From an optimization exercise on the open Yosys and OpenROAD flow, aimed at small area; shortcuts taken in it are not production practice.
RTL that was checked went through simulation tests only; none was proved equivalent to the original.
For run 2, only the layout was checked, not whether the RTL still works.
Power is estimated from default activity; no workload was simulated. The clock port is modelled as an ideal driver; clocking choices that lean on that would not hold on a real chip.

==> design/flow/design.v <==
module csr_regfile_hs #(
   parameter int unsigned              DATA_WIDTH  = 32,
   parameter int unsigned              ADDR_WIDTH  = 6,
   parameter int unsigned              DEPTH       = 48,
   parameter logic [DATA_WIDTH-1:0]    RESET_VALUE = 32'h5A5A_0F0F
) (
   input  logic                        clk,
   input  logic                        rst_n,
   input  logic [ADDR_WIDTH-1:0]       w_addr,
   input  logic [DATA_WIDTH-1:0]       wdata,
   input  logic [DATA_WIDTH/8-1:0]     wstrb,
   input  logic                        csr_write_enable,
   output logic                        w_err,
   input  logic [ADDR_WIDTH-1:0]       r_addr,
   input  logic                        csr_read_enable,
   output logic                        csr_read_ready,
   output logic [DATA_WIDTH-1:0]       rdata,
   output logic                        rvalid,
   input  logic                        rready,
   output logic                        r_err
);
   localparam int unsigned           NumBytes = DATA_WIDTH / 8;
   localparam logic [ADDR_WIDTH:0]   DepthW   = (ADDR_WIDTH + 1)'(DEPTH);
   logic                    state_q;
   logic [DEPTH-1:0]        valid_q;
   logic [DATA_WIDTH-1:0]   mem_q [DEPTH];
   logic [DEPTH-1:0]        wsel;
   logic [DEPTH-1:0]        rsel;
   logic [DATA_WIDTH-1:0]   wcol;
   logic [DATA_WIDTH-1:0]   rd_raw;
   logic                    rd_valid;
   logic [DATA_WIDTH-1:0]   rd_base;
   logic [DATA_WIDTH-1:0]   rd_word;
   logic                    w_in_range;
   logic                    r_in_range;
   logic                    hit;
   logic                    accept;
   assign w_in_range     = ({1'b0, w_addr} < DepthW);
   assign r_in_range     = ({1'b0, r_addr} < DepthW);
   assign rvalid         = state_q;
   assign csr_read_ready = ~state_q | rready;
   assign accept         = csr_read_enable & csr_read_ready;
   always_comb begin
      for (int i = 0; i < DEPTH; i++) begin
         wsel[i] = csr_write_enable & (w_addr == i[ADDR_WIDTH-1:0]);
         rsel[i] = (r_addr == i[ADDR_WIDTH-1:0]);
      end
   end
   always_comb begin
      for (int b = 0; b < NumBytes; b++)
         wcol[8*b +: 8] = wstrb[b] ? wdata[8*b +: 8] : RESET_VALUE[8*b +: 8];
   end
   always_ff @(posedge clk) begin
      for (int i = 0; i < DEPTH; i++) begin
         for (int b = 0; b < NumBytes; b++) begin
            if (wsel[i] && (wstrb[b] || !valid_q[i])) mem_q[i][8*b +: 8] <= wcol[8*b +: 8];
         end
      end
   end
   always_ff @(posedge clk) begin
      if (!rst_n) valid_q <= '0;
      else        valid_q <= valid_q | wsel;
   end
   always_comb begin
      rd_raw   = '0;
      rd_valid = 1'b0;
      for (int i = 0; i < DEPTH; i++) begin
         rd_raw   = rd_raw | (mem_q[i] & {DATA_WIDTH{rsel[i]}});
         rd_valid = rd_valid | (valid_q[i] & rsel[i]);
      end
      rd_base = rd_valid ? rd_raw : (r_in_range ? RESET_VALUE : '0);
      hit     = csr_write_enable & (w_addr == r_addr);
      for (int b = 0; b < NumBytes; b++)
         rd_word[8*b +: 8] = (hit && wstrb[b]) ? wdata[8*b +: 8] : rd_base[8*b +: 8];
      if (!r_in_range) rd_word = '0;
   end
   always_ff @(posedge clk) begin
      if (!rst_n) begin
         state_q <= 1'b0;
         w_err   <= 1'b0;
      end else begin
         w_err <= csr_write_enable & ~w_in_range;
         if (accept)             state_q <= 1'b1;
         else if (rready)        state_q <= 1'b0;
      end
   end
   always_ff @(posedge clk) begin
      if (accept) begin
         rdata <= rd_word;
         r_err <= ~r_in_range;
      end
   end
endmodule
==> design/flow/run.sh <==
#!/bin/bash
# synth_recipe.tcl (not shown) runs the flow's synth.tcl, then flattens the netlist and writes it again
# the make line also repeats each setting of config.mk as NAME=value (left out here)
make -C /OpenROAD-flow-scripts/flow DESIGN_CONFIG=/design/flow/config.mk WORK_HOME=/design/flow/orfs CLKGATE_MAP_FILE= SYNTH_SCRIPT=/design/flow/synth_recipe.tcl finish
==> design/flow/config.mk <==
export PLATFORM = sky130hd
export DESIGN_NAME = csr_regfile_hs
export DESIGN_NICKNAME = csr_regfile_hs
export VERILOG_FILES = /design/flow/design.v
export SDC_FILE = /design/flow/constraint.sdc
export NUM_CORES = 4
export LEC_CHECK = 0
export CAP_MARGIN = 20
export CORE_MARGIN = 2
export CORE_UTILIZATION = 40
export SLEW_MARGIN = 20
==> design/flow/constraint.sdc <==
create_clock -name core_clock -period 5.5 [get_ports {clk}]
set_input_delay 1.1000 -clock core_clock [delete_from_list [all_inputs] [get_ports {clk}]]
set_output_delay 1.1000 -clock core_clock [all_outputs]
set_load 0.01 [all_outputs]
==> run notes, run 1 <==
first-pass GRT wire length=329400 µm; RSZ-0062 raised after global routing=no; Post-Syn Area per Cell=16.74 µm²; max-slew violation count=0; Post-Synthesis Cell Area=0.06046 mm²; Post-synth EDFFs=1569; # setup viols final=0; Peak VDD IR=0.2815 mV; reg-to-reg slack, setup=2250 ps; CP max stage cell=nor4_1; Sequential Area=0.04812 mm²; YS warnings=2; die width=392.8 µm; final core utilization=0.4761; critical path launch point type=input port; Critical Path AT=5070 ps; status=no timing/DRC/antenna violations; Worst-Margin Slew=1252 ps; TritonCTS clock tree=done; WL final=249400 µm; post-CTS sizing=0; worst path required time=6070 ps; cell area power density=356.9 mW/mm²; total track usage=0.3197; Final #Nets=4061; fraction of layout cells with a size suffix above 1=0.1709; top_reg_cell synth=edfxtp_1; drt wl/cell=40.49 µm; Post-Syn Instances=3611; post-synth top area share=0.7793; Worst Skew=45.57 ps; H-tree depth=4; total grt overflow=0; final period demand of the worst path=4505 ps; max cap viols=0; Multi-input gate area=0.01164 mm²; library cells used by synthesis=63; Clock Pin Slew Worst Setup and Hold Paths=60 ps; Initial Util=0.4032; Pre-antenna DRT Iters=8; critical path class=input port to register; normalized max-slew margin=0.1631; drt initial violations=7767; vias in the first global route=37740; Hold Crit Class=register to register; DR vias/cell=6.619; largest net degree at the start of global routing=49; clk latency of the worst-skew pair=830 ps; die area=0.1543 mm²; CORE AREA=0.1500 mm²; post-route antenna net violation count=0; RD Place Congestion=1.108; clock sink count=1619; CP bufs+invs=3; Synth Register Bits=1619; largest stage delay on the critical path=980 ps; antenna violations before repair=7; DRC=0; Area contributors post-synth=edfxtp_1 78%, a22oi_1 7.6%, a21oi_1 1.9%, dfxtp_1 1.7%, nand2_1 1.6%; f_max=222.0 MHz; crit-path max FO=14; Fin Setup TNS=0 ps; CTS Buf Count=163; register area share after synthesis=0.7959; Die Ht=392.8 µm; clock root buffer=clkbuf_16; area leader, netlist=edfxtp_1; Top-Level Pins=89; Rows=142; ordered list of cells on the worst path=clkdlybuf4s50_1 -> buf_4 -> nand4b_2 -> nor2_4 -> buf_4 -> a22oi_1 -> nand2_1 -> nor4_1 -> nand3_1 -> o221a_2; final hold violation count=0; FILL cells=12800; top cells by count, synth=1569 x edfxtp_1, 609 x a22oi_1, 265 x nand2_1; critical path's top delay family=simple AND/OR/NAND/NOR gates; postcts setup bufs=0; Area Overhead vs Synth=18.09%; period utilization=0.8190; leading cell type by number of instances after synthesis=edfxtp_1; Vias=40760; Crit. End Element=register; Max clock buf depth=3; HPWL after detailed placement=158000 µm; Lkg Pwr=0.02357 µW; Port Buffers=88; Hold-fix buffers, CTS=0; FFs w/ async S/R, synth=0; Syn Nets=3664; critical path's most frequent cell=buf_4
[worst min-delay path: stages (launching register included)]
cell,delay [ps]
dfxtp_1,310
nand2b_1,90
a21boi_0,90
[metrics by stage]
step | hold slack, ps | cell area, µm² | power (µW) | cells | worst slack (ps)
2_1_floorplan | 494.8 | 60460 | 14260 | 3611 | 2324
3_3_place_gp | 515.0 | 66040 | 14720 | 5852 | 455.6
3_5_place_dp | 551.2 | 66200 | 14730 | 5858 | 413.0
4_1_cts | 559.8 | 71350 | 25450 | 6152 | 1251
5_1_grt | 602.7 | 71380 | 25930 | 6153 | 1119
6_report | 545.7 | 71390 | 25480 | 6158 | 995.4
[worst paths after layout]
kind / cells past startpoint / startpoint / to
setup / recovery: 10 / r_addr[3] / rdata[9]
hold / removal: 2 / state_q / state_q
setup reg to reg: 8 / valid_q[23] / rdata[8]
hold reg to reg: 2 / state_q / state_q
[metal layers]
layer,vias up,global-route usage,part of all wire,wire length [µm]
met5,-,0,0.00046,114
met4,16,0.1738,0.066,16430
met3,784,0.08804,0.15,36300
met2,3775,0.4743,0.43,108100
met1,20600,0.4267,0.35,88460
li1,15590,-,-,-
[kinds of logic after synthesis]
group | Yosys count | synth area share
flip-flops | 1619 | 0.7959
AO/OA/AOI/OAI | 1053 | 0.1251
AND/OR/NAND/NOR | 669 | 0.05604
buffers and inverters | 245 | 0.01883
multiplexers | 19 | 0.003291
XOR/XNOR | 6 | 0.0008694
[cells in the final DEF, fill, tap and decap left out, types with 32 or more instances in the layout]
cell type and count:
nor2_4 48, clkdlybuf4s50_1 85, a221oi_1 64, nor4_1 56, clkinv_1 35, nand4_1 67
clkbuf_16 167, edfxtp_1 1569, a21oi_1 230, a22oi_1 609, a22o_1 65, nand3_1 33
clkbuf_1 32, nand2_1 264, nor2b_1 33, buf_4 341, nor3_1 46, dfxtp_1 50
[registers in the layout, summed over array words and instances (netlist names)]
signal and count:
mem_q 1536, valid_q 48, rdata 32, r_err 1
state_q 1, w_err 1
[power breakdown]
group	total, µW	leakage [µW]	internal, µW	switching, µW
logic	865	0.00640	212	653
clock network	11000	0.00252	6150	4820
registers	13600	0.0146	13600	31.6
[final cells by class]
type,instances,share of cell area
diodes,5,0.0001753
clock buffers,200,0.06041
clock inverters,94,0.01176
inverters,29,0.001525
multi-input cells,1747,0.1630
flip-flops and latches,1619,0.6740
well taps,2016,0.03533
repair buffers,448,0.05377
==> run 2: changes to the inputs <==
==> design/flow/design.v (replaced) <==
module csr_regfile_hs #(
   parameter int unsigned              DATA_WIDTH  = 32,
   parameter int unsigned              ADDR_WIDTH  = 6,
   parameter int unsigned              DEPTH       = 48,
   parameter logic [DATA_WIDTH-1:0]    RESET_VALUE = 32'h5A5A_0F0F
) (
   input  logic                        clk,
   input  logic                        rst_n,
   input  logic [ADDR_WIDTH-1:0]       w_addr,
   input  logic [DATA_WIDTH-1:0]       wdata,
   input  logic [DATA_WIDTH/8-1:0]     wstrb,
   input  logic                        csr_write_enable,
   output logic                        w_err,
   input  logic [ADDR_WIDTH-1:0]       r_addr,
   input  logic                        csr_read_enable,
   output logic                        csr_read_ready,
   output logic [DATA_WIDTH-1:0]       rdata,
   output logic                        rvalid,
   input  logic                        rready,
   output logic                        r_err
);
   localparam int unsigned           NumBytes = DATA_WIDTH / 8;
   localparam logic [ADDR_WIDTH:0]   DepthW   = (ADDR_WIDTH + 1)'(DEPTH);
   typedef enum logic [0:0] {StIdle, StResp} state_e;
   state_e                  state_q;
   logic [DATA_WIDTH-1:0]   mem_q [DEPTH];
   logic [DATA_WIDTH-1:0]   mem_d [DEPTH];
   logic [DATA_WIDTH-1:0]   rd_word;
   logic                    w_in_range;
   logic                    r_in_range;
   logic                    accept;
   assign w_in_range     = ({1'b0, w_addr} < DepthW);
   assign r_in_range     = ({1'b0, r_addr} < DepthW);
   assign rvalid         = (state_q == StResp);
   assign csr_read_ready = (state_q == StIdle) | (rvalid & rready);
   assign accept         = csr_read_enable & csr_read_ready;
   always_comb begin
      for (int i = 0; i < DEPTH; i++) begin
         mem_d[i] = mem_q[i];
         if (csr_write_enable && (w_addr == i[ADDR_WIDTH-1:0])) begin
            for (int b = 0; b < NumBytes; b++) begin
               if (wstrb[b]) mem_d[i][8*b +: 8] = wdata[8*b +: 8];
            end
         end
      end
   end
   always_comb begin
      rd_word = '0;
      for (int i = 0; i < DEPTH; i++) begin
         if (r_addr == i[ADDR_WIDTH-1:0]) rd_word = mem_d[i];
      end
   end
   always_ff @(posedge clk) begin
      if (!rst_n) begin
         for (int i = 0; i < DEPTH; i++) mem_q[i] <= RESET_VALUE;
         state_q <= StIdle;
         rdata   <= '0;
         r_err   <= 1'b0;
         w_err   <= 1'b0;
      end else begin
         for (int i = 0; i < DEPTH; i++) mem_q[i] <= mem_d[i];
         w_err <= csr_write_enable & ~w_in_range;
         if (accept) begin
            state_q <= StResp;
            rdata   <= r_in_range ? rd_word : '0;
            r_err   <= ~r_in_range;
         end else if (state_q == StResp && rready) begin
            state_q <= StIdle;
         end
      end
   end
endmodule
==> run 2 against run 1 <==
Against the previous run:
- cell count up 63%
- die area grew 13%
- synthesized cell count grew 110%
- critical path depth grew 3
- hold slack worse by 80 ps
- register-to-register slack gained 370 ps
- critical path type unchanged
==> run notes, run 2 <==
status=no timing/DRC/antenna violations; CP Launch Point=w_addr[5]; TritonCTS clock tree=done; critical path launch point type=input port; FILL cells=16190 (+26%); Top-Level Pins=89 (unchanged); largest family of logic cells by synthesized area=multiplexers; drt wl/cell=26.51 µm (-35%); area leader, netlist=dfxtp_1; vias in the first global route=57230 (+52%); Fin Setup TNS=0 ps (unchanged); RSZ-0062 raised after global routing=no; Rows=151 (+6.3%); clock root buffer=clkbuf_16; leading cell types in the layout, fill and taps excluded=1571 x dfxtp_1, 1416 x mux2i_1, 967 x nand2_1; critical path class=input port to register; setup ws final=718.2 ps (-277.2 ps); reg-to-reg slack, setup=2620 ps (+370 ps); CTS Buf Count=164 (+0.61%); Place WS=54.92 ps (-358.0 ps); top_reg_cell synth=dfxtp_1; post-synth top area share=0.4587 (-0.3206); DRC=0 (unchanged); die area=0.1747 mm² (+13%); Peak VDD IR=0.2916 mV (+3.6%); Multi-input gate area=0.03477 mm² (+200%); largest stage delay on the critical path=750 ps (-230 ps); final hold violation count=0 (unchanged); CP max stage cell=clkdlybuf4s50_1; critical path's top delay family=compound AO/OA/AOI/OAI gates; Post-Syn Area per Cell=9.046 µm² (-46%); Worst Skew=32.27 ps (-13.29 ps); Area Overhead vs Synth=15.49%; R2R Path Start=state_q; post-CTS sizing=0 (unchanged); clk latency of the worst-skew pair=820 ps (about the same); final period demand of the worst path=4782 ps (+277.2 ps); Port Buffers=88 (unchanged); die width=418.0 µm (+6.4%); Post-Syn Instances=7579 (+110%); f_max=209.1 MHz (-5.8%); HPWL after detailed placement=184800 µm (+17%); WL final=265900 µm (+6.6%); Synth Area in Simple Gates=0.1562 (+0.1002); Worst-Margin Slew=1344 ps (+91.38 ps); max cap viols=0 (unchanged); CP bufs+invs=4 (+1); max-slew violation count=0 (unchanged); Post-Synthesis Cell Area=0.06856 mm² (+13%); commonest non-fill, non-tap cell in the layout=dfxtp_1; largest net degree at the start of global routing=208 (+320%); period utilization=0.8694 (+0.05040); library cells used by synthesis=80 (+27%); worst r2r dst=rdata[15]; final core utilization=0.4662 (-0.009902); total track usage=0.2944 (-0.02530); leading cell type by number of instances after synthesis=dfxtp_1; Final #Nets=7726 (+90%); Crit. End Element=register; # setup viols final=0 (unchanged); RD Place Congestion=0.9366 (-15%); CORE AREA=0.1698 mm² (+13%); fraction of layout cells with a size suffix above 1=0.1256 (-0.04532); worst path required time=6180 ps (+110 ps); crit-path max FO=8 (-6); number of flip-flops in the largest register=1536 (unchanged); Synth Register Bits=1571 (-3.0%); Synth Area in Adders=0 (unchanged); first-pass GRT wire length=385800 µm (+17%); Hold Crit Class=register to register; cell area power density=306.7 mW/mm² (-14%); Vias=60480 (+48%); clock sink count=1571 (-3.0%); ordered list of cells on the worst path=clkdlybuf4s50_1 -> buf_4 -> nor4bb_4 -> buf_4 -> nand2_2 -> mux2_2 -> a2111oi_0 -> or3b_1 -> o2bb2a_1 -> o21ai_0 -> buf_4 -> a41o_1 -> a31oi_1; Max clock buf depth=3 (unchanged); Syn Nets=7632 (+110%); Sequential Area=0.03145 mm² (-35%); register with the most flip-flops=mem_q; Top Registers=mem_q: 1536 flops, rdata: 32 flops; total grt overflow=0 (unchanged); post-route antenna net violation count=0 (unchanged); drt initial violations=6873 (-12%); YS warnings=3 (+1); critical path's most frequent cell=buf_4; FFs w/ async S/R, synth=0 (unchanged); Die Ht=418.0 µm (+6.4%); crit path to=rdata[24]; Critical Path AT=5460 ps (+390 ps); DR vias/cell=6.030 (-8.9%); Lkg Pwr=0.03501 µW (+49%); worst-case reg-to-reg path depth=9 (+1); Area contributors post-synth=dfxtp_1 46%, mux2i_1 21%, nand2_1 5.3%, nor2_1 5.1%, o22ai_1 3.1%; normalized max-slew margin=0.1042 (-0.05894); Synth Area in Compound Gates=0.1349 (+0.009778); Hold-fix buffers, CTS=0 (unchanged); Post-synth EDFFs=0 (-100%); Clock Pin Slew Worst Setup and Hold Paths=60 ps (about the same); mux share of post-synthesis cell area=0.2135 (+0.2102); Pre-antenna DRT Iters=7 (-1); Initial Util=0.4037 (+0.0004877); postcts setup bufs=0 (unchanged); Post-Synth XOR/XNOR Area=0 (-0.0008692); top cells by count, synth=1571 x dfxtp_1, 1416 x mux2i_1, 967 x nand2_1; register area share after synthesis=0.4587 (-0.3372); H-tree depth=4 (unchanged); critical path depth=13 (+3); antenna violations before repair=18 (+11)
==> run 2: worst min-delay path by stage <==
stage	from	to	depth (start not counted)
global placement	mem_q[46][28]	mem_q[46][28]	2
floorplan	mem_q[3][9]	mem_q[3][9]	2
CTS	mem_q[13][10]	mem_q[13][10]	2
finish	mem_q[30][11]	mem_q[30][11]	2
global route	mem_q[11][27]	mem_q[11][27]	2
detailed placement	mem_q[13][10]	mem_q[13][10]	2
==> run 2: report_power, final <==
group	switching [µW]	internal (µW)	total [µW]
registers	38.5	11400	11500
clock network	4770	6570	11300
logic	1080	403	1490
==> run 2: per-layer routing <==
layer | GRT usage | wire length (µm) | vias to the layer above | part of all wire
met5 | 0 | 37 | - | 0.00014
met4 | 0.1530 | 14700 | 6 | 0.055
met3 | 0.04528 | 22750 | 612 | 0.086
met2 | 0.4501 | 116600 | 2883 | 0.44
met1 | 0.4002 | 111900 | 29840 | 0.42
li1 | - | - | 27140 | -
==> run 2: kinds of logic (layout without fill, tap and decap cells) <==
kind of cell | count (synthesis) | count (layout)
AND/OR/NAND/NOR | 2443 | 2443
other | 0 | 8
AO/OA/AOI/OAI | 1467 | 1467
flip-flops | 1571 | 1571
buffers and inverters | 641 | 866
multiplexers | 1457 | 1457
==> run 2: area by class of cell <==
cell class                 instances  share of cell area
multi-input combinational       5367              0.4392
sequential                      1571              0.3972
clock buffer                     257             0.06313
timing repair buffer             565             0.05919
tap                             2218             0.03505
clock inverter                    40            0.005720
inverter                           4           0.0002844
antenna                            8           0.0002528
==> run 2: through the flow <==
step	cells	total power [µW]	hold slack [ps]	cell area [µm²]
6_report	10030	24280	465.5	79180
5_1_grt	10020	24860	479.0	79170
2_1_floorplan	7579	12450	430.7	68560
4_1_cts	10020	24330	465.7	79160
3_5_place_dp	9725	13160	450.0	73710
3_3_place_gp	9725	13150	443.6	73710
==> run 2: worst min-delay path, cell delays in order (launching register included) <==
cell and delay (ps):
dfxtp_1 310, mux2i_1 70, nand2_1 60
==> run 3: changes to the inputs <==
==> design/flow/design.v (replaced) <==
module csr_regfile_hs #(
   parameter int unsigned              DATA_WIDTH  = 32,
   parameter int unsigned              ADDR_WIDTH  = 6,
   parameter int unsigned              DEPTH       = 48,
   parameter logic [DATA_WIDTH-1:0]    RESET_VALUE = 32'h5A5A_0F0F
) (
   input  logic                        clk,
   input  logic                        rst_n,
   input  logic [ADDR_WIDTH-1:0]       w_addr,
   input  logic [DATA_WIDTH-1:0]       wdata,
   input  logic [DATA_WIDTH/8-1:0]     wstrb,
   input  logic                        csr_write_enable,
   output logic                        w_err,
   input  logic [ADDR_WIDTH-1:0]       r_addr,
   input  logic                        csr_read_enable,
   output logic                        csr_read_ready,
   output logic [DATA_WIDTH-1:0]       rdata,
   output logic                        rvalid,
   input  logic                        rready,
   output logic                        r_err
);
   localparam int unsigned           NumBytes  = DATA_WIDTH / 8;
   localparam int unsigned           NumGroups = (DEPTH + 2) / 3;
   localparam logic [ADDR_WIDTH:0]   DepthW    = (ADDR_WIDTH + 1)'(DEPTH);
   logic                    state_q;
   logic [DATA_WIDTH-1:0]   mem_q [DEPTH];
   logic [DEPTH-1:0]        wsel;
   logic [DEPTH-1:0]        rsel;
   logic [DATA_WIDTH-1:0]   wcol;
   logic [NumGroups-1:0]    grp_n [DATA_WIDTH];
   logic [DATA_WIDTH-1:0]   rd_raw;
   logic [DATA_WIDTH-1:0]   rd_word;
   logic                    w_in_range;
   logic                    r_in_range;
   logic                    hit;
   logic                    accept;
   assign w_in_range     = ({1'b0, w_addr} < DepthW);
   assign r_in_range     = ({1'b0, r_addr} < DepthW);
   assign rvalid         = state_q;
   assign csr_read_ready = ~state_q | rready;
   assign accept         = csr_read_enable & csr_read_ready;
   always_comb begin
      for (int i = 0; i < DEPTH; i++) begin
         wsel[i] = csr_write_enable & (w_addr == i[ADDR_WIDTH-1:0]);
         rsel[i] = (r_addr == i[ADDR_WIDTH-1:0]);
      end
   end
   csr_regfile_hs_wdata #(
      .DATA_WIDTH  (DATA_WIDTH),
      .RESET_VALUE (RESET_VALUE)
   ) u_wdata (
      .rst_n (rst_n),
      .wdata (wdata),
      .wcol  (wcol)
   );
   always_ff @(posedge clk) begin
      for (int i = 0; i < DEPTH; i++) begin
         for (int b = 0; b < NumBytes; b++) begin
            if (!rst_n || (wsel[i] && wstrb[b])) mem_q[i][8*b +: 8] <= wcol[8*b +: 8];
         end
      end
   end
   for (genvar g = 0; g < NumGroups; g++) begin : g_grp
      for (genvar k = 0; k < DATA_WIDTH; k++) begin : g_bit
         logic [2:0] d, s;
         for (genvar j = 0; j < 3; j++) begin : g_in
            if (3*g + j < DEPTH) begin : g_used
               assign d[j] = mem_q[3*g+j][k];
               assign s[j] = rsel[3*g+j];
            end else begin : g_unused
               assign d[j] = 1'b0;
               assign s[j] = 1'b0;
            end
         end
         csr_regfile_hs_aoi222 u_aoi (.d(d), .s(s), .y_n(grp_n[k][g]));
      end
   end
   always_comb begin
      for (int k = 0; k < DATA_WIDTH; k++) rd_raw[k] = ~(&grp_n[k]);
      hit = csr_write_enable & r_in_range & (w_addr == r_addr);
      for (int b = 0; b < NumBytes; b++)
         rd_word[8*b +: 8] = (hit && wstrb[b]) ? wdata[8*b +: 8] : rd_raw[8*b +: 8];
   end
   always_ff @(posedge clk) begin
      if (!rst_n) begin
         state_q <= 1'b0;
         w_err   <= 1'b0;
      end else begin
         w_err <= csr_write_enable & ~w_in_range;
         if (accept)      state_q <= 1'b1;
         else if (rready) state_q <= 1'b0;
      end
   end
   always_ff @(posedge clk) begin
      if (accept) begin
         rdata <= rd_word;
         r_err <= ~r_in_range;
      end
   end
endmodule
module csr_regfile_hs_wdata #(
   parameter int unsigned              DATA_WIDTH  = 32,
   parameter logic [DATA_WIDTH-1:0]    RESET_VALUE = '0
) (
   input  logic                        rst_n,
   input  logic [DATA_WIDTH-1:0]       wdata,
   output logic [DATA_WIDTH-1:0]       wcol
);
   assign wcol = rst_n ? wdata : RESET_VALUE;
endmodule
module csr_regfile_hs_aoi222 (
   input  logic [2:0] d,
   input  logic [2:0] s,
   output logic       y_n
);
   assign y_n = ~|(d & s);
endmodule
--- a/design/flow/config.mk
+++ b/design/flow/config.mk
@@ -6,6 +6,10 @@
 export NUM_CORES = 4
 export LEC_CHECK = 0
-export CAP_MARGIN = 20
+export CAP_MARGIN = 10
 export CORE_MARGIN = 2
-export CORE_UTILIZATION = 40
-export SLEW_MARGIN = 20
+export CORE_UTILIZATION = 60
+export CTS_CLUSTER_DIAMETER = 100
+export CTS_CLUSTER_SIZE = 30
+export SETUP_SLACK_MARGIN = 0.2
+export SLEW_MARGIN = 10
+export SYNTH_HIERARCHICAL = 1
==> run 3 against run 2 <==
Against the previous run:
- still clean
- sequential power up 27%
- cell count decreased by 56%
- global-route usage is 5.9 points higher
- utilization up 20 points
- largest power group unchanged
- highest routed layer unchanged
==> run notes, run 3 <==
status=no timing/DRC/antenna violations; fraction of layout cells with a size suffix above 1=0.1465 (+0.02093); critical path class=input port to register; vias in the first global route=30760 (-46%); final period demand of the worst path=4317 ps (-465.0 ps); Pre-antenna DRT Iters=13 (+6); post-synth top area share=0.8419 (+0.3832); total track usage=0.3529 (+0.05854); area leader, netlist=edfxtp_1; Worst-Margin Slew=1369 ps (+25.39 ps); Pint=16670 µW (-9.4%); commonest non-fill, non-tap cell in the layout=edfxtp_1; final hold violation count=0 (unchanged); H-tree depth=2 (-2); sequential power share=0.687 (+0.215); max-slew violation count=0 (unchanged); period utilization=0.7849 (-0.08455); post-CTS sizing=0 (unchanged); total grt overflow=0 (unchanged); RD Place Congestion=0.9693 (+3.5%); DRC=0 (unchanged); Syn Nets=2785 (-64%); register with the most flip-flops=mem_q; Area contributors post-synth=edfxtp_1 84%, a222oi_1 9.2%, o21ai_0 1.7%, nand4_1 1.4%, mux2_2 0.64%; RSZ-0062 raised after global routing=no; top_reg_cell synth=edfxtp_1; clk latency of the worst-skew pair=740 ps (-80 ps); f_max=231.7 MHz (+11%); drt wl/cell=38.39 µm (+45%); Hold Crit Class=register to register; YS warnings=10 (+7); DR vias/cell=7.448 (+24%); Port Buffers=88 (unchanged); CORE AREA=0.09291 mm² (-45%); max cap viols=0 (unchanged); Fin Setup TNS=0 ps (unchanged); Critical Path AT=4810 ps (-650 ps); CTS Buf Count=58 (-65%); final core utilization=0.6700 (+0.2038); register area share after synthesis=0.8426 (+0.3839); logic gate share of total power=0.057 (-0.004); antenna violations before repair=23 (+5); Area Overhead vs Synth=11.22%; cell area power density=340.3 mW/mm² (+11%); WL final=168900 µm (-36%); Hold-fix buffers, CTS=0 (unchanged); number of flip-flops in the largest register=1536 (unchanged); Initial Util=0.6023 (+0.1987); Top-Level Pins=89 (unchanged); drt initial violations=7035 (+2.4%); top cells by count, synth=1569 x edfxtp_1, 512 x a222oi_1, 192 x o21ai_0; Max clock buf depth=3 (unchanged); FFs w/ async S/R, synth=0 (unchanged); Rows=112 (-26%); library cells used by synthesis=32 (-60%); Worst Skew=26.97 ps (-5.308 ps); Final #Nets=3160 (-59%); normalized max-slew margin=0.08629 (-0.01791); Post-synth EDFFs=1569 (+1569); leading cell type by number of instances after synthesis=edfxtp_1; leading cell types in the layout, fill and taps excluded=1569 x edfxtp_1, 512 x a222oi_1, 285 x buf_4; critical path launch point type=input port; die area=0.09573 mm² (-45%); Die Ht=309.4 µm (-26%); Clock Pin Slew Worst Setup and Hold Paths=110 ps (+50 ps); Lkg Pwr=0.02027 µW (-42%); die width=309.4 µm (-26%); Top Registers=mem_q: 1536 flops, rdata: 32 flops; Post-Syn Instances=2732 (-64%); postcts setup bufs=0 (unchanged); P_sw=4514 µW (-23%); Peak VDD IR=0.2620 mV (-10%); Clock power frac=0.256 (-0.211); largest net degree at the start of global routing=77 (-63%); Post-Synthesis Cell Area=0.05596 mm² (-18%); first-pass GRT wire length=233000 µm (-40%); Post-Syn Area per Cell=20.48 µm² (+130%); post-route antenna net violation count=0 (unchanged); HPWL after detailed placement=111500 µm (-40%); Vias=32770 (-46%); worst path required time=6000 ps (-180 ps); clock root buffer=clkbuf_16; # setup viols final=0 (unchanged); Switching Fraction=0.2131 (-0.02961); Synth Register Bits=1571 (unchanged); crit-path max FO=18 (+10); TritonCTS clock tree=done; Fin Hold WS=547.5 ps (+81.99 ps); Crit. End Element=register; clock sink count=1571 (unchanged)
[run 3: final cells by class]
type,count,area [µm²]
repair buffers,376,3077
flip-flops and latches,1571,47160
clock inverters,1,20.02
clock buffers,85,1617
inverters,5,18.77
fillers,6111,30660
diodes,13,32.53
multi-input cells,1095,8756
well taps,1254,1569
[run 3: logic make-up (layout without fill, tap and decap cells)]
family / Yosys count / in the layout / synth area share
other: 0 / 13 / 0
and+or+nand+nor: 352 / 352 / 0.03586
AOI/OAI and AO/OA: 706 / 706 / 0.1093
muxes: 32 / 32 / 0.006439
DFF: 1571 / 1571 / 0.8426
xor gates and xnor gates: 5 / 5 / 0.001051
buffers and inverters: 66 / 467 / 0.004762
[run 3: modules after synthesis, one instance, submodules excluded, excerpt]
module	cells	flip-flops and latches	times used
csr_regfile_hs_aoi222	1	0	512
csr_regfile_hs	2185	1571	1
[run 3: final timing paths]
kind         cells after the start  slack, ps     startpoint   endpoint
max reg2reg                      4       2810  mem_q[27][29]  rdata[29]
min                              2        550        state_q    state_q
max                              9       1180      r_addr[5]  rdata[10]
min reg2reg                      2        550        state_q    state_q
[run 3: per-stage QoR]
stage               setup slack (ps)  cell area [µm²]  total power [µW]  std cells
floorplan                      905.8            55960             15240       2732
global placement               572.9            60530             15940       4300
detailed placement             574.3            60560             16020       4301
CTS                             1344            62190             21210       4387
global route                    1197            62220             21720       4390
finish                          1183            62240             21180       4400
[run 3: worst max-delay path: stages]
cell and delay (ps):
clkdlybuf4s50_1 650, nand2b_1 210, buf_4 330, nor2_2 310
buf_4 270, a222oi_1 680, nand4_1 360, or4_1 600
mux2_2 270
[run 3: power groups by stage]
stage / logic (µW) / registers (µW) / clock network (µW)
6_report: 1210 / 14600 / 5410
5_1_grt: 1270 / 14600 / 5820
4_1_cts: 1200 / 14600 / 5450
3_5_place_dp: 1200 / 14800 / 0
3_3_place_gp: 1160 / 14800 / 0
2_1_floorplan: 516 / 14700 / 0
[run 3: layer usage]
| metal | vias up | routed length, µm | GRT usage |
|---|---|---|---|
| met5 | - | 172 | 0.008595 |
| met1 | 16740 | 60130 | 0.4846 |
| li1 | 13200 | - | - |
| met3 | 354 | 21480 | 0.08225 |
| met4 | 14 | 7230 | 0.1251 |
| met2 | 2471 | 79920 | 0.5618 |
==> run 4: changes to the inputs <==
==> design/flow/flow/run.sh (new file) <==
#!/bin/bash
# The standard layout (standard.sh) with three extra ORFS settings:
#  - port buffers use the smallest buffer cell,
#  - CTS inserts no dummy loads,
#  - after global routing, non-critical cells are downsized (RECOVER_POWER).
# make's full output goes to flow.log; each ORFS step logs under orfs/logs/.
set -euo pipefail
export BUFFER_PORTS_ARGS="-buffer_cell sky130_fd_sc_hd__buf_1"
export CTS_ARGS="-sink_clustering_enable -repair_clock_nets -sink_clustering_size 30 -sink_clustering_max_diameter 100 -dont_use_dummy_load"
export RECOVER_POWER=100
bash standard.sh > flow.log 2>&1
==> design/flow/standard.sh (new file) <==
#!/bin/bash
# synth_recipe.tcl (not shown) runs the flow's synth.tcl, then flattens the netlist and writes it again
# the make line also repeats each setting of config.mk as NAME=value (left out here)
make -C /OpenROAD-flow-scripts/flow DESIGN_CONFIG=/design/flow/config.mk WORK_HOME=/design/flow/orfs CLKGATE_MAP_FILE= SYNTH_SCRIPT=/design/flow/synth_recipe.tcl "${@:-finish}"
removed: design/flow/run.sh
==> run 4 against run 3 <==
Against the previous run:
- now fails the layout checks on max-capacitance violations, max-slew violations
- clock-buffer cell count fell by 27
- hold slack got worse by 1.2 ps
- clock power fell by 4.8%
- sequential cell count did not move
- wire length fell by 0.59%
- global-route usage fell by 0.21 points
- synthesized cell count did not move
- first-iteration DRC count fell by 2.2%
==> run notes, run 4 <==
Crit. End Element=register; critical path class=input port to register; post-synth top area share=0.8419 (unchanged); crit-path max FO=17 (-1); max-slew violation count=1632 (+1632); status=finished with violations; Top-Level Pins=89 (unchanged); FILL cells=6413 (+4.9%); post-CTS sizing=0 (unchanged); Area contributors post-synth=edfxtp_1 84%, a222oi_1 9.2%, o21ai_0 1.7%, nand4_1 1.4%, mux2_2 0.64%; die width=309.4 µm (unchanged); HPWL after detailed placement=110000 µm (-1.4%); Hold Crit Class=register to register; Lkg Pwr=0.01914 µW (-5.6%); Max clock buf depth=3 (unchanged); clk latency of the worst-skew pair=680 ps (-60 ps); vias in the first global route=30260 (-1.6%); CORE AREA=0.09291 mm² (unchanged); met3 usage=0.08006 (-0.002186); total track usage=0.3508 (-0.002097); Final #Nets=3139 (-0.66%); Place WS=439.6 ps (-134.6 ps); commonest non-fill, non-tap cell in the layout=edfxtp_1; Critical Path AT=5380 ps (+570 ps); DR vias/cell=7.425 (-0.30%); FFs w/ async S/R, synth=0 (unchanged); Post-Syn Instances=2732 (unchanged); postcts setup bufs=0 (unchanged); setup ws final=589.9 ps (-593.3 ps); RD Place Congestion=0.9269 (-4.4%); Blocking Checks=max-capacitance violations, max-slew violations; DRC=0 (unchanged); R2R Path Start=state_q; H-tree depth=2 (unchanged); worst-case reg-to-reg path depth=2 (-2); leading cell types in the layout, fill and taps excluded=1569 x edfxtp_1, 512 x a222oi_1, 197 x clkbuf_1; Post-synth EDFFs=1569 (unchanged); normalized max-slew margin=-1.522 (-1.608); area leader, netlist=edfxtp_1; library cells used by synthesis=32 (unchanged); Die Ht=309.4 µm (unchanged); f_max=203.7 MHz (-12%); Worst-Margin Slew=3782 ps (+2413 ps); GRT busiest layer=met2; register with the most flip-flops=mem_q; reg-to-reg slack, setup=1820 ps (-990 ps); register area share after synthesis=0.8426 (unchanged); RSZ-0062 raised after global routing=no; max cap viols=36 (+36); HP Start=state_q; clock root buffer=clkbuf_16; cell area power density=342.8 mW/mm² (+0.76%); drt initial violations=6881 (-2.2%); first-pass GRT wire length=230600 µm (-1.0%); Post-Layout Cell Count=4381 (-0.43%); final period demand of the worst path=4910 ps (+593.3 ps); # setup viols final=0 (unchanged); Post-Synthesis Cell Area=0.05596 mm² (unchanged); Vias=32530 (-0.74%); total grt overflow=0 (unchanged); placed insts=4276 (-0.58%); Rows=112 (unchanged); number of flip-flops in the largest register=1536 (unchanged); Fin Setup TNS=0 ps (unchanged); top cells by count, synth=1569 x edfxtp_1, 512 x a222oi_1, 192 x o21ai_0; Post-Syn Area per Cell=20.48 µm² (unchanged); CTS Buf Count=58 (unchanged); Worst Skew=31.39 ps (+4.424 ps); Hold-fix buffers, CTS=0 (unchanged); post-route antenna net violation count=0 (unchanged); clock sink count=1571 (unchanged); Pre-antenna DRT Iters=14 (+1); antenna violations before repair=33 (+43%); top_reg_cell synth=edfxtp_1; Initial Util=0.6023 (unchanged); TritonCTS clock tree=done; hold path cells=2 (unchanged); worst r2r dst=rdata[2]; fraction of layout cells with a size suffix above 1=0.07166 (-0.07484); critical path launch point type=input port; end of the worst hold path=state_q; Port Buffers=88 (unchanged); drt wl/cell=38.33 µm (-0.16%); final core utilization=0.6525 (-0.01744); die area=0.09573 mm² (unchanged); Clock Pin Slew Worst Setup and Hold Paths=110 ps (about the same); worst path required time=5970 ps (-30 ps); leading cell type by number of instances after synthesis=edfxtp_1; largest net degree at the start of global routing=65 (-16%); Top Registers=mem_q: 1536 flops, rdata: 32 flops; met1 Track Usage GR=0.5202 (+0.03562); Peak VDD IR=0.3627 mV (+38%); overall power=20780 µW (-1.9%); GRT met2 Usage=0.5218 (-0.04005); Syn Nets=2785 (unchanged); Area Overhead vs Synth=8.328%; Synth Register Bits=1571 (unchanged); WL final=167900 µm (-0.59%); YS warnings=10 (unchanged); period utilization=0.8927 (+0.1079); final hold violation count=0 (unchanged)
-- run 4: cell count changes in the layout (fill, tap and decap cells not counted), moves of 30 or more --
cell             change
buf_4              -217
clkbuf_1           +173
clkdlybuf4s50_1     -87
buf_1               +84
diode_2             +30
-- run 4: layout make-up --
type,count,area [µm²],share of cell area
antenna,43,107.6,0.001775
clock buffer,58,1451,0.02394
inverter,5,18.77,0.0003096
multi-input combinational,1095,8685,0.1433
sequential,1571,47160,0.7778
tap,1254,1569,0.02588
timing repair buffer,355,1638,0.02702
-- run 4: per-module statistics from Yosys (local to each module, per instance), a selection --
module | flops+latches | area [µm²] | copies in the design | cells
csr_regfile_hs | 1571 | 50620 | 1 | 2185
csr_regfile_hs_aoi222 | 0 | 10.01 | 512 | 1
-- run 4: power breakdown --
group	switching, µW	internal [µW]	leakage (µW)
registers	297	14300	0.0154
clock network	3260	1900	0.000715
logic	840	211	0.00304
total	4390	16400	0.0191
-- run 4: worst max path at each step --
stage / slack, ps / endpoint / depth (start not counted) / start
global route: 490 / rdata[14] / 8 / r_addr[4]
floorplan: 910 / rdata[0] / 7 / r_addr[5]
global placement: 440 / rdata[1] / 8 / r_addr[4]
CTS: 1180 / rdata[1] / 8 / r_addr[4]
finish: 590 / rdata[14] / 8 / r_addr[4]
detailed placement: 440 / rdata[1] / 8 / r_addr[4]
-- run 4: per-stage QoR --
stage | hold WS [ps] | instance area, µm²
finish | 546.3 | 60620
floorplan | 609.7 | 55960
CTS | 557.1 | 61250
global route | 589.8 | 60530
global placement | 518.7 | 59770
detailed placement | 539.4 | 59800
-- run 4: cells by family after synthesis --
kind of cell,Yosys count,share of synthesized area
mux,32,0.006439
buf+inv,66,0.004762
xor+xnor,5,0.001051
flops,1571,0.8426
simple gates,352,0.03586
compound gates,706,0.1093
-- run 4: critical path, cell delays in order --
cell and delay [ps]:
clkbuf_1 340, nand2b_1 840, nor2_1 720, clkbuf_1 580, a222oi_1 670, nand4_1 260
or4_1 570, mux2_2 270
-- run 4: metal layers --
layer  share of wire  up-vias
met5         0.00061        -
met4           0.034       16
met3            0.14      275
met2            0.45     2437
met1            0.38    16630
li1                -    13170
==> run 5: changes to the inputs <==
==> design/flow/flow/run.sh (replaced) <==
#!/bin/bash
# The standard layout (standard.sh) with a few extra ORFS settings:
#  - port buffers use the smallest buffer cell,
#  - CTS inserts no dummy loads,
#  - before global placement, cells synthesized at size _0 get the same-area size _1
#    (more drive, so placement's repair needs fewer buffers).
# make's full output goes to flow.log; each ORFS step logs under orfs/logs/.
set -euo pipefail
export BUFFER_PORTS_ARGS="-buffer_cell sky130_fd_sc_hd__buf_1"
export CTS_ARGS="-sink_clustering_enable -repair_clock_nets -sink_clustering_size 30 -sink_clustering_max_diameter 100 -dont_use_dummy_load"
export PRE_GLOBAL_PLACE_TCL="$PWD/flow/swap0.tcl"
bash standard.sh > flow.log 2>&1
==> design/flow/flow/swap0.tcl (new file) <==
# Give every cell that has a "_0" size the "_1" size of the same area (and larger drive).
set n 0
foreach inst [[ord::get_db_block] getInsts] {
  set m [[$inst getMaster] getName]
  if {[regexp {^sky130_fd_sc_hd__(o21ai|a21boi|and2|or2|o311ai)_0$} $m -> base]} {
    set new [[ord::get_db] findMaster sky130_fd_sc_hd__${base}_1]
    if {$new ne "NULL" && $new ne ""} { $inst swapMaster $new; incr n }
  }
}
puts "swap0: resized $n cells from _0 to _1"
--- a/design/flow/config.mk
+++ b/design/flow/config.mk
@@ -6,5 +6,5 @@
 export NUM_CORES = 4
 export LEC_CHECK = 0
-export CAP_MARGIN = 10
+export CAP_MARGIN = 20
 export CORE_MARGIN = 2
 export CORE_UTILIZATION = 60
@@ -12,4 +12,4 @@
 export CTS_CLUSTER_SIZE = 30
 export SETUP_SLACK_MARGIN = 0.2
-export SLEW_MARGIN = 10
+export SLEW_MARGIN = 20
 export SYNTH_HIERARCHICAL = 1
==> run 5 against run 4 <==
Against the previous run:
- critical path type unchanged
- synthesized cell count did not move
- sequential share of layout area rose by 0.70 points
- highest routed layer unchanged
- sequential power barely moved
- register-to-register slack improved by 870 ps
- the run now finishes clean
- cell area fell by 0.89%
- cell count fell by 4.7%
- critical path depth did not move
==> run notes, run 5 <==
HPWL after detailed placement=109800 µm (-0.11%); largest net degree at the start of global routing=61 (-6.2%); total track usage=0.3498 (-0.001044); Syn Nets=2785 (unchanged); fraction of layout cells with a size suffix above 1=0.09228 (+0.02062); RD Place Congestion=0.9540 (+2.9%); register with the most flip-flops=mem_q; YS warnings=10 (unchanged); Peak VDD IR=0.2839 mV (-22%); normalized max-slew margin=0.1768 (+1.698); library cells used by synthesis=32 (unchanged); final hold violation count=0 (unchanged); die area=0.09573 mm² (unchanged); Critical Path AT=4630 ps (-750 ps); CTS Buf Count=58 (unchanged); Clock Pin Slew Worst Setup and Hold Paths=110 ps (about the same); HP Start=state_q; TritonCTS clock tree=done; DRC=0 (unchanged); leading cell type by number of instances after synthesis=edfxtp_1; commonest non-fill, non-tap cell in the layout=edfxtp_1; top_reg_cell synth=edfxtp_1; register area share after synthesis=0.8426 (unchanged); H-tree depth=2 (unchanged); clock root buffer=clkbuf_16; Multi-input gate area=0.008791 mm² (+1.2%); WL final=167100 µm (-0.47%); leading cell types in the layout, fill and taps excluded=1569 x edfxtp_1, 512 x a222oi_1, 192 x o21ai_1; Die Ht=309.4 µm (unchanged); Post-Synthesis Cell Area=0.05596 mm² (unchanged); Final #Nets=2970 (-5.4%); Top Registers=mem_q: 1536 flops, rdata: 32 flops; f_max=239.9 MHz (+18%); Crit. End Element=register; Hold Crit Class=register to register; CORE AREA=0.09291 mm² (unchanged); post-CTS sizing=0 (unchanged); placed insts=4108 (-3.9%); drt initial violations=6917 (+0.52%); DR vias/cell=7.581 (+2.1%); area leader, netlist=edfxtp_1; critical path launch point type=input port; Post-synth EDFFs=1569 (unchanged); Post-Layout Cell Count=4177 (-4.7%); Worst-Margin Slew=1233 ps (-2549 ps); period utilization=0.7580 (-0.1348); overall power=20810 µW (+0.11%); Top-Level Pins=89 (unchanged); top cells by count, synth=1569 x edfxtp_1, 512 x a222oi_1, 192 x o21ai_0; post-route antenna net violation count=0 (unchanged); final period demand of the worst path=4169 ps (-741.1 ps); Hold-fix buffers, CTS=0 (unchanged); # setup viols final=0 (unchanged); FFs w/ async S/R, synth=0 (unchanged); drt wl/cell=40.02 µm (+4.4%); Area contributors post-synth=edfxtp_1 84%, a222oi_1 9.2%, o21ai_0 1.7%, nand4_1 1.4%, mux2_2 0.64%; Rows=112 (unchanged); CP Launch Point=r_addr[4]; RSZ-0062 raised after global routing=no; R2R Path Start=mem_q[36][2]; die width=309.4 µm (unchanged); max cap viols=0 (-100%); Sequential Area=0.04716 mm² (unchanged); first-pass GRT wire length=230000 µm (-0.26%); FILL cells=6311 (-1.6%); Post-Syn Area per Cell=20.48 µm² (unchanged); cell area power density=346.3 mW/mm² (+1.0%); crit-path max FO=17 (unchanged); Area Overhead vs Synth=7.367%; postcts setup bufs=0 (unchanged); Initial Util=0.6023 (unchanged); Max clock buf depth=3 (unchanged); max-slew violation count=0 (-100%); worst path required time=5960 ps (about the same); vias in the first global route=29650 (-2.0%); antenna violations before repair=20 (-39%); Lkg Pwr=0.01903 µW (-0.57%); Pre-antenna DRT Iters=14 (unchanged); status=no timing/DRC/antenna violations; post-synth top area share=0.8419 (unchanged); clock sink count=1571 (unchanged); critical path class=input port to register; Synth Register Bits=1571 (unchanged); dpl cell area=0.05857 mm² (-2.1%); Fin Setup TNS=0 ps (unchanged); Post-Syn Instances=2732 (unchanged); reg-to-reg slack, setup=2690 ps (+870 ps); number of flip-flops in the largest register=1536 (unchanged); final instance area=0.06009 mm² (-0.89%); Vias=31670 (-2.7%); Worst Skew=56.31 ps (+24.92 ps); clk latency of the worst-skew pair=710 ps (+30 ps); total grt overflow=0 (unchanged); Port Buffers=88 (unchanged)
==> run 5: cell types whose count changed in the layout (fill, tap and decap cells not counted), moves of 9 or more <==
| cell | previous run | this run |
|---|---|---|
| nand2b_1 | 24 | 8 |
| and2_1 | 4 | 13 |
| and2_0 | 14 | 0 |
| clkbuf_1 | 197 | 0 |
| nand2b_2 | 0 | 16 |
| o21ai_0 | 192 | 0 |
| buf_4 | 68 | 95 |
| nor2_4 | 1 | 10 |
| o21ai_1 | 0 | 192 |
| diode_2 | 43 | 8 |
==> run 5: logic make-up after synthesis <==
logic type	Yosys count	synth area share
buffers and inverters	66	0.004762
flip-flops	1571	0.8426
AND/OR/NAND/NOR	352	0.03586
multiplexers	32	0.006439
XOR/XNOR	5	0.001051
AO/OA/AOI/OAI	706	0.1093
==> run 5: final timing paths <==
kind / depth (start not counted) / end
worst max-delay path: 8 / rdata[2]
worst min-delay path: 2 / state_q
worst max register to register: 4 / rdata[2]
worst min register to register: 2 / state_q
==> run 5: worst max-delay path, cell delays in order <==
cell      delay [ps]
buf_1            200
nand2b_1         560
buf_4            330
nor2_2           210
a222oi_1         910
nand4_1          410
or4_1            610
mux2_2           280
==> run 5: metrics by stage <==
stage	hold slack (ps)	utilization	worst slack, ps
final	548.4	0.6467	1331
after global routing	595.6	0.6465	1285
after CTS	556.5	0.6460	1536
after detailed placement	542.0	0.6304	758.3
after global placement	506.3	0.6299	721.1
after floorplan	609.7	-	905.8
==> run 5: layout make-up <==
| class | count | area share |
|---|---|---|
| diodes | 8 | 0.0003332 |
| clock buffers | 58 | 0.02416 |
| inverters | 5 | 0.0003124 |
| multi-input cells | 1095 | 0.1463 |
| flip-flops and latches | 1571 | 0.7848 |
| well taps | 1254 | 0.02611 |
| repair buffers | 186 | 0.01799 |
==> run 5: report_power, final <==
part / leakage [µW] / internal (µW) / switching, µW / total [µW]
clock network: 0.000715 / 1900 / 3310 / 5210
logic: 0.00293 / 197 / 827 / 1020
registers: 0.0154 / 14300 / 303 / 14600
==> run 5: metal layers <==
layer | routed length [µm] | track usage | part of all wire | up-vias
li1 | - | - | - | 12780
met2 | 75550 | 0.5217 | 0.45 | 2207
met3 | 22650 | 0.08703 | 0.14 | 268
met1 | 62920 | 0.5129 | 0.38 | 16380
met4 | 5805 | 0.1173 | 0.035 | 30
met5 | 221 | 0.004044 | 0.0013 | -
==> run 5: modules after synthesis (local to each module, per instance), excerpt <==
module,copies in the design,cells
csr_regfile_hs,1,2185
csr_regfile_hs_aoi222,512,1
==> run 6: changes to the inputs <==
--- a/design/flow/design.v
+++ b/design/flow/design.v
@@ -24,8 +24,12 @@
    localparam logic [ADDR_WIDTH:0]   DepthW    = (ADDR_WIDTH + 1)'(DEPTH);
    logic                    state_q;
+   logic                    phase_q;
    logic [DATA_WIDTH-1:0]   mem_q [DEPTH];
+   logic [DATA_WIDTH-1:0]   mem_d [DEPTH];
    logic [DEPTH-1:0]        wsel;
    logic [DEPTH-1:0]        rsel;
-   logic [DATA_WIDTH-1:0]   wcol;
+   logic [NumBytes-1:0]     wen   [DEPTH];
+   logic [NumBytes-1:0]     wen_n [DEPTH];
+   logic [DATA_WIDTH-1:0]   wval_n;
    logic [NumGroups-1:0]    grp_n [DATA_WIDTH];
    logic [DATA_WIDTH-1:0]   rd_raw;
@@ -46,18 +50,32 @@
       end
    end
-   csr_regfile_hs_wdata #(
-      .DATA_WIDTH  (DATA_WIDTH),
-      .RESET_VALUE (RESET_VALUE)
-   ) u_wdata (
-      .rst_n (rst_n),
-      .wdata (wdata),
-      .wcol  (wcol)
-   );
    always_ff @(posedge clk) begin
-      for (int i = 0; i < DEPTH; i++) begin
-         for (int b = 0; b < NumBytes; b++) begin
-            if (!rst_n || (wsel[i] && wstrb[b])) mem_q[i][8*b +: 8] <= wcol[8*b +: 8];
-         end
+      if (!rst_n) phase_q <= 1'b0;
+      else        phase_q <= ~phase_q;
+   end
+   logic [DEPTH-1:0]        wrow;
+   logic [NumBytes-1:0]     wlane;
+   assign wrow  = wsel | {DEPTH{~rst_n}};
+   assign wlane = wstrb | {NumBytes{~rst_n}};
+   for (genvar i = 0; i < DEPTH; i++) begin : g_wen
+      for (genvar b = 0; b < NumBytes; b++) begin : g_lane
+         csr_regfile_hs_wen u_wen (
+            .row (wrow[i]), .lane (wlane[b]), .en (wen[i][b]), .en_n (wen_n[i][b]));
       end
+   end
+   assign wval_n = rst_n ? (wdata ^ {DATA_WIDTH{phase_q}}) : ~RESET_VALUE;
+   for (genvar i = 0; i < DEPTH; i++) begin : g_reg
+      for (genvar k = 0; k < DATA_WIDTH; k++) begin : g_bit
+         csr_regfile_hs_bit u_bit (
+            .q      (mem_q[i][k]),
+            .en     (wen[i][k/8]),
+            .en_n   (wen_n[i][k/8]),
+            .wval_n (wval_n[k]),
+            .d      (mem_d[i][k])
+         );
+      end
+   end
+   always_ff @(posedge clk) begin
+      for (int i = 0; i < DEPTH; i++) mem_q[i] <= mem_d[i];
    end
    for (genvar g = 0; g < NumGroups; g++) begin : g_grp
@@ -78,5 +96,6 @@
    always_comb begin
       for (int k = 0; k < DATA_WIDTH; k++) rd_raw[k] = ~(&grp_n[k]);
-      hit = csr_write_enable & r_in_range & (w_addr == r_addr);
+      rd_raw = r_in_range ? (rd_raw ^ {DATA_WIDTH{phase_q}}) : '0;
+      hit    = csr_write_enable & r_in_range & (w_addr == r_addr);
       for (int b = 0; b < NumBytes; b++)
          rd_word[8*b +: 8] = (hit && wstrb[b]) ? wdata[8*b +: 8] : rd_raw[8*b +: 8];
@@ -99,13 +118,12 @@
    end
 endmodule
-module csr_regfile_hs_wdata #(
-   parameter int unsigned              DATA_WIDTH  = 32,
-   parameter logic [DATA_WIDTH-1:0]    RESET_VALUE = '0
-) (
-   input  logic                        rst_n,
-   input  logic [DATA_WIDTH-1:0]       wdata,
-   output logic [DATA_WIDTH-1:0]       wcol
+module csr_regfile_hs_bit (
+   input  logic q,
+   input  logic en,
+   input  logic en_n,
+   input  logic wval_n,
+   output logic d
 );
-   assign wcol = rst_n ? wdata : RESET_VALUE;
+   assign d = ~((q | en) & (en_n | wval_n));
 endmodule
 module csr_regfile_hs_aoi222 (
@@ -116,2 +134,17 @@
    assign y_n = ~|(d & s);
 endmodule
+module csr_regfile_hs_wen (
+   input  logic row,
+   input  logic lane,
+   output logic en,
+   output logic en_n
+);
+   assign en_n = ~(row & lane);
+   csr_regfile_hs_inv u_inv (.a(en_n), .y(en));
+endmodule
+module csr_regfile_hs_inv (
+   input  logic a,
+   output logic y
+);
+   assign y = ~a;
+endmodule
==> run 6 against run 5 <==
Against the previous run:
- area after synthesis shrank 8.5%
- sequential power about the same
- clock-buffer cell count stayed put
- power is 8.0% higher
- non-clock buffer count up 81
- combinational power grew to 2.9 times the previous value
- hold slack got worse by 100 ps
- global-route usage increased by 7.7 points
- worst setup slack improved by 19 ps
- largest power group unchanged
==> run notes, run 6 <==
status=no timing/DRC/antenna violations; Pre-antenna DRT Iters=14 (unchanged); RSZ-0062 raised after global routing=no; post-synth top area share=0.6014 (-0.2405); Final #Nets=4845 (+63%); Post-synth EDFFs=33 (-98%); final hold violation count=0 (unchanged); Max clock buf depth=3 (unchanged); YS warnings=13 (+3); P_sw=6281 µW (+41%); area leader, netlist=dfxtp_1; final period demand of the worst path=4150 ps (-18.58 ps); Syn Nets=4555 (+64%); max cap viols=0 (unchanged); WL final=194400 µm (+16%); Post-Synthesis Cell Area=0.05123 mm² (-8.5%); f_max=240.9 MHz (+0.45%); CP max stage cell=or2_2; Worst-Margin Slew=1445 ps (+211.8 ps); Crit. End Element=register; HPWL after detailed placement=131600 µm (+20%); top_reg_cell synth=dfxtp_1; drt initial violations=7771 (+12%); FFs w/ async S/R, synth=0 (unchanged); antenna violations before repair=16 (-20%); CP bufs+invs=2 (unchanged); fraction of layout cells with a size suffix above 1=0.07954 (-0.01274); post-CTS sizing=0 (unchanged); logic gate share of total power=0.130 (+0.081); clock sink count=1572 (+0.064%); Lkg Pwr=0.02122 µW (+12%); Critical Path AT=4610 ps (-20 ps); postcts setup bufs=0 (unchanged); top cells by count, synth=1539 x dfxtp_1, 1536 x o22ai_1, 512 x a222oi_1; DR vias/cell=7.714 (+1.8%); critical path launch point type=input port; Top Registers=mem_q: 1536 flops, rdata: 32 flops; Clock power frac=0.235 (-0.015); max-slew violation count=0 (unchanged); Pint=16200 µW (-1.0%); DRC=0 (unchanged); die width=296.2 µm (-4.3%); final instance area=0.05618 mm² (-6.5%); Fin Setup TNS=0 ps (unchanged); CORE AREA=0.08488 mm² (-8.6%); leading cell types in the layout, fill and taps excluded=1538 x dfxtp_1, 1536 x o22ai_1, 512 x a222oi_1; die area=0.08774 mm² (-8.4%); Port Buffers=88 (unchanged); clk latency of the worst-skew pair=700 ps (about the same); worst path required time=5960 ps (about the same); post-route antenna net violation count=0 (unchanged); clock root buffer=clkbuf_16; library cells used by synthesis=31 (-3.1%); Die Ht=296.2 µm (-4.3%); RD Place Congestion=0.9648 (+1.1%); Vias=45850 (+45%); Peak VDD IR=0.3009 mV (+6.0%); H-tree depth=2 (unchanged); crit-path max FO=17 (unchanged); largest net degree at the start of global routing=72 (+18%); Clock Pin Slew Worst Setup and Hold Paths=110 ps (about the same); Initial Util=0.6036 (+0.001222); dpl cell area=0.05466 mm² (-6.7%); cell area power density=400.1 mW/mm² (+16%); total grt overflow=0 (unchanged); Hold-fix buffers, CTS=0 (unchanged); Worst Skew=47.08 ps (-9.225 ps); largest stage delay on the critical path=700 ps (-210 ps); overall power=22480 µW (+8.0%); number of flip-flops in the largest register=1536 (unchanged); first-pass GRT wire length=278700 µm (+21%); Post-Syn Instances=4502 (+65%); register area share after synthesis=0.6207 (-0.2219); drt wl/cell=32.72 µm (-18%); commonest non-fill, non-tap cell in the layout=dfxtp_1; Post-Syn Area per Cell=11.38 µm² (-44%); TritonCTS clock tree=done; Top-Level Pins=89 (unchanged); leading cell type by number of instances after synthesis=dfxtp_1; sequential power share=0.634 (-0.066); period utilization=0.7546 (-0.003378); Hold Crit Class=register to register; register with the most flip-flops=mem_q; ordered list of cells on the worst path=buf_1 -> or2_2 -> nor2_4 -> buf_4 -> a222oi_1 -> nand4_1 -> nor4_1 -> mux2i_1 -> mux2_1; total track usage=0.4271 (+0.07733); critical path's top delay family=simple AND/OR/NAND/NOR gates; normalized max-slew margin=0.03005 (-0.1468); CTS Buf Count=58 (unchanged); Synth Register Bits=1572 (+0.064%); vias in the first global route=41360 (+39%); Area contributors post-synth=dfxtp_1 60%, o22ai_1 19%, a222oi_1 10%, edfxtp_1 1.9%, nand2_1 1.7%; # setup viols final=0 (unchanged); Area Overhead vs Synth=9.664%; Switching Fraction=0.2794 (+0.06594); critical path class=input port to register; Rows=107 (-4.5%)
run 6: cell count changes after synthesis, moves of 15 or more:
cell,change
o22ai_1,+1536
mux2i_1,+32
clkbuf_1,-22
inv_1,+188
or4_1,-32
xor2_1,+16
nand2b_1,-15
nor4_1,+31
o21ai_0,-144
edfxtp_1,-1536
nand2_1,+164
dfxtp_1,+1537
run 6: stage by stage:
step | hold WS [ps] | util | std cells | setup WS [ps]
detailed placement | 436.3 | 0.6440 | 5876 | 816.3
finish | 444.9 | 0.6619 | 5943 | 1350
global route | 459.2 | 0.6617 | 5937 | 1325
floorplan | 421.3 | - | 4502 | 540.4
CTS | 446.1 | 0.6611 | 5934 | 1561
global placement | 428.5 | 0.6440 | 5876 | 824.0
run 6: final cells by class:
| class | count | area [µm²] |
|---|---|---|
| flip-flops and latches | 1572 | 31800 |
| fillers | 6845 | 28700 |
| multi-input cells | 2700 | 19050 |
| repair buffers | 267 | 1703 |
| clock buffers | 58 | 1451 |
| well taps | 1144 | 1431 |
| inverters | 193 | 724.4 |
| diodes | 9 | 22.52 |
run 6: worst reg2reg max path, cell delays in order (launching register included):
cell and delay, ps:
dfxtp_2 810, buf_4 470, or2_2 880, mux2i_1 290, mux2_2 340
run 6: path summary, 6_finish.rpt:
check                                  start  slack, ps            to  depth (start not counted)
worst max-delay path               r_addr[5]       1350     rdata[30]                          9
worst min-delay path            mem_q[18][4]        440  mem_q[18][4]                          1
worst max register to register       phase_q       2480     rdata[24]                          4
worst min register to register  mem_q[18][4]        440  mem_q[18][4]                          1
run 6: metal layers:
layer  part of all wire  track usage  vias to the layer above  wire length, µm
met4              0.078       0.2794                       14            15180
met2               0.41       0.5997                     3092            79000
met5             0.0015      0.01996                        -              292
met1               0.38       0.5817                    22330            74430
met3               0.13       0.1072                      580            25530
li1                   -            -                    19830                -
run 6: kinds of logic after synthesis:
kind of cell              count (synthesis)  share of synthesized area
buffers and inverters                   230                    0.01702
and+or+nand+nor                         501                    0.04931
AOI/OAI and AO/OA                      2098                     0.2927
DFF                                    1572                     0.6207
muxes                                    64                    0.01329
xor gates and xnor gates                 37                   0.006912
run 6: modules after synthesis, one instance, submodules excluded:
module,cells,copies in the design
csr_regfile_hs_wen,1,192
csr_regfile_hs,2070,1
csr_regfile_hs_inv,1,192
csr_regfile_hs_bit,1,1536
csr_regfile_hs_aoi222,1,512
run 6: power groups by stage:
stage / logic [µW] / registers [µW] / clock network [µW]
CTS: 2810 / 14200 / 5300
detailed placement: 2820 / 14500 / 0
finish: 2930 / 14300 / 5290
global placement: 2720 / 14400 / 0
global route: 3090 / 14400 / 5660
floorplan: 1870 / 14100 / 0
==> run 7: changes to the inputs <==
--- a/design/flow/config.mk
+++ b/design/flow/config.mk
@@ -8,5 +8,5 @@
 export CAP_MARGIN = 20
 export CORE_MARGIN = 2
-export CORE_UTILIZATION = 60
+export CORE_UTILIZATION = 70
 export CTS_CLUSTER_DIAMETER = 100
 export CTS_CLUSTER_SIZE = 30
==> run 7 against run 6 <==
Against the previous run:
- cell count is 3.8% lower
- worst setup slack improved by 160 ps
- via count is 2.5% higher
- die area fell by 14%
- wire length down 1.1%
- global-route usage grew 6.3 points
- sequential power about the same
- clock-buffer cell count unchanged
- cell area is 0.84% lower
- synthesized cell count unchanged
- utilization rose by 10 points
- clock skew is 1.2 ps lower
- largest power group unchanged
==> run notes, run 7 <==
Post-Synthesis Cell Area=0.05123 mm² (unchanged); Syn Nets=4555 (unchanged); R2R Path Start=phase_q; YS warnings=13 (unchanged); post-CTS sizing=0 (unchanged); placed insts=5646 (-3.9%); DRC=0 (unchanged); Die Ht=274.5 µm (-7.3%); Final #Nets=4803 (-0.87%); overall power=22490 µW (about the same); total grt overflow=0 (unchanged); CP Launch Point=r_addr[1]; Hold Crit Class=register to register; Peak VDD IR=0.3906 mV (+30%); post-route antenna net violation count=0 (unchanged); Critical Path AT=4450 ps (-160 ps); die area=0.07537 mm² (-14%); CORE AREA=0.07271 mm² (-14%); max-slew violation count=0 (unchanged); mux share of post-synthesis cell area=0.01329 (unchanged); CP bufs+invs=2 (unchanged); Synth Register Bits=1572 (unchanged); TritonCTS clock tree=done; FFs w/ async S/R, synth=0 (unchanged); Hold-fix buffers, CTS=0 (unchanged); reg-to-reg slack, setup=2780 ps (+300 ps); HP Start=mem_q[19][14]; Vias=46980 (+2.5%); status=no timing/DRC/antenna violations; clock root buffer=clkbuf_16; top_reg_cell synth=dfxtp_1; CTS Buf Count=58 (unchanged); fraction of layout cells with a size suffix above 1=0.07013 (-0.009406); normalized max-slew margin=0.1029 (+0.07286); Post-Layout Cell Count=5719 (-3.8%); H-tree depth=2 (unchanged); largest stage delay on the critical path=710 ps (about the same); library cells used by synthesis=31 (unchanged); clock sink count=1572 (unchanged); HPWL after detailed placement=128100 µm (-2.7%); crit path to=rdata[13]; drt wl/cell=33.63 µm (+2.8%); postcts setup bufs=0 (unchanged); post-synth top area share=0.6014 (unchanged); drt initial violations=9927 (+28%); RSZ-0062 raised after global routing=no; Post-Synth XOR/XNOR Area=0.006912 (unchanged); FILL cells=4963 (-27%); Area contributors post-synth=dfxtp_1 60%, o22ai_1 19%, a222oi_1 10%, edfxtp_1 1.9%, nand2_1 1.7%; Synth Area in Compound Gates=0.2927 (unchanged); clk latency of the worst-skew pair=710 ps (about the same); Max clock buf depth=3 (unchanged); Synth Area in Simple Gates=0.04931 (unchanged); Sequential Area=0.03180 mm² (unchanged); total track usage=0.4902 (+0.06316); final period demand of the worst path=3992 ps (-158.0 ps); register with the most flip-flops=mem_q; # setup viols final=0 (unchanged); crit-path max FO=17 (unchanged); Fin Setup TNS=0 ps (unchanged); final instance area=0.05571 mm² (-0.84%); worst-case reg-to-reg path depth=4 (unchanged); Crit. End Element=register; critical path's top delay family=simple AND/OR/NAND/NOR gates; RD Place Congestion=1.012 (+4.9%); Top-Level Pins=89 (unchanged); Post-synth EDFFs=33 (unchanged); CP max stage cell=nor4_1; final core utilization=0.7662 (+0.1043); Initial Util=0.7046 (+0.1010); Multi-input gate area=0.01901 mm² (-0.18%); number of flip-flops in the largest register=1536 (unchanged); Post-Syn Instances=4502 (unchanged); largest net degree at the start of global routing=58 (-19%); critical path launch point type=input port; antenna violations before repair=13 (-3); f_max=250.5 MHz (+4.0%); dpl cell area=0.05409 mm² (-1.1%); Top Registers=mem_q: 1536 flops, rdata: 32 flops; largest family of logic cells by synthesized area=compound AO/OA/AOI/OAI gates; critical path depth=10 (+1); Post-Syn Area per Cell=11.38 µm² (unchanged); first-pass GRT wire length=276400 µm (-0.84%); cell area power density=403.6 mW/mm² (+0.88%); worst r2r dst=rdata[12]; register area share after synthesis=0.6207 (unchanged); period utilization=0.7259 (-0.02873); top cells by count, synth=1539 x dfxtp_1, 1536 x o22ai_1, 512 x a222oi_1; Worst-Margin Slew=1342 ps (-102.8 ps); Clock Pin Slew Worst Setup and Hold Paths=110 ps (about the same); ordered list of cells on the worst path=buf_1 -> nor2b_1 -> nand2_1 -> nor2_2 -> buf_4 -> a222oi_1 -> nand4_1 -> nor4_1 -> mux2i_1 -> mux2_2; final hold violation count=0 (unchanged); Rows=99 (-7.5%); leading cell types in the layout, fill and taps excluded=1538 x dfxtp_1, 1536 x o22ai_1, 512 x a222oi_1; commonest non-fill, non-tap cell in the layout=dfxtp_1; DR vias/cell=8.215 (+6.5%); WL final=192300 µm (-1.1%); Worst Skew=45.86 ps (-1.224 ps); Lkg Pwr=0.02107 µW (-0.71%); die width=274.5 µm (-7.3%); max cap viols=0 (unchanged); area leader, netlist=dfxtp_1; Synth Area in Adders=0 (unchanged); worst path required time=5960 ps (about the same); leading cell type by number of instances after synthesis=dfxtp_1; Port Buffers=88 (unchanged); vias in the first global route=42450 (+2.6%); Area Overhead vs Synth=8.746%; critical path class=input port to register; Pre-antenna DRT Iters=14 (unchanged)
==> run 7: area by class of cell <==
cell class                      count  share of cell area
Timing Repair Buffer              225             0.02675
Inverter                          193             0.01300
Sequential cell                  1572              0.5708
Tap cell                          959             0.02154
Multi-Input combinational cell   2700              0.3413
Clock buffer                       58             0.02605
Antenna cell                       12           0.0005390
==> run 7: per-layer routing <==
layer | vias up | GRT usage | share of wire
met1 | 22480 | 0.6251 | 0.35
li1 | 19750 | - | -
met5 | - | 0.001880 | 0.00036
met3 | 829 | 0.2022 | 0.16
met4 | 10 | 0.3490 | 0.087
met2 | 3921 | 0.6708 | 0.40
==> run 7: kinds of logic (layout without fill, tap and decap cells) <==
family          Yosys count  after routing
compound gates         2098           2098
xor+xnor                 37             37
buf+inv                 230            476
flops                  1572           1572
mux                      64             64
other cells               0             12
simple gates            501            501
==> run 7: how the worst min path moves through the flow <==
stage / end / slack (ps) / cells past startpoint
after global routing: mem_q[19][4] / 460 / 1
after floorplan: mem_q[0][0] / 420 / 1
after global placement: mem_q[18][27] / 430 / 1
after CTS: mem_q[45][11] / 450 / 1
final: mem_q[19][14] / 450 / 1
after detailed placement: mem_q[27][16] / 440 / 1
==> run 7: Yosys stat by module, one instance, submodules excluded <==
module	times used	cell area [µm²]	flops+latches
csr_regfile_hs	1	35050	1572
csr_regfile_hs_bit	1536	6.256	0
csr_regfile_hs_wen	192	3.754	0
csr_regfile_hs_aoi222	512	10.01	0
csr_regfile_hs_inv	192	3.754	0
==> run 7: where the power goes <==
part           switching, µW  total, µW  internal, µW
registers               1090      14300         13200
clock network           3350       5240          1900
logic                   1860       2940          1080
total                   6300      22500         16200
==> run 7: per-stage QoR <==
step / hold WS, ps / setup slack [ps]
final: 450.5 / 1508
after global placement: 429.0 / 1010
after CTS: 452.1 / 1714
after global routing: 460.9 / 1474
after floorplan: 421.3 / 540.4
after detailed placement: 436.3 / 1015

Setup slack of run 7, layout unchanged: 1.508 ns with ideal ports, 1.479 ns with driving cells assumed (clock clkbuf_16, inputs buf_2), 0.713 ns with port delays also shifted by the 0.766 ns mid clock arrival.
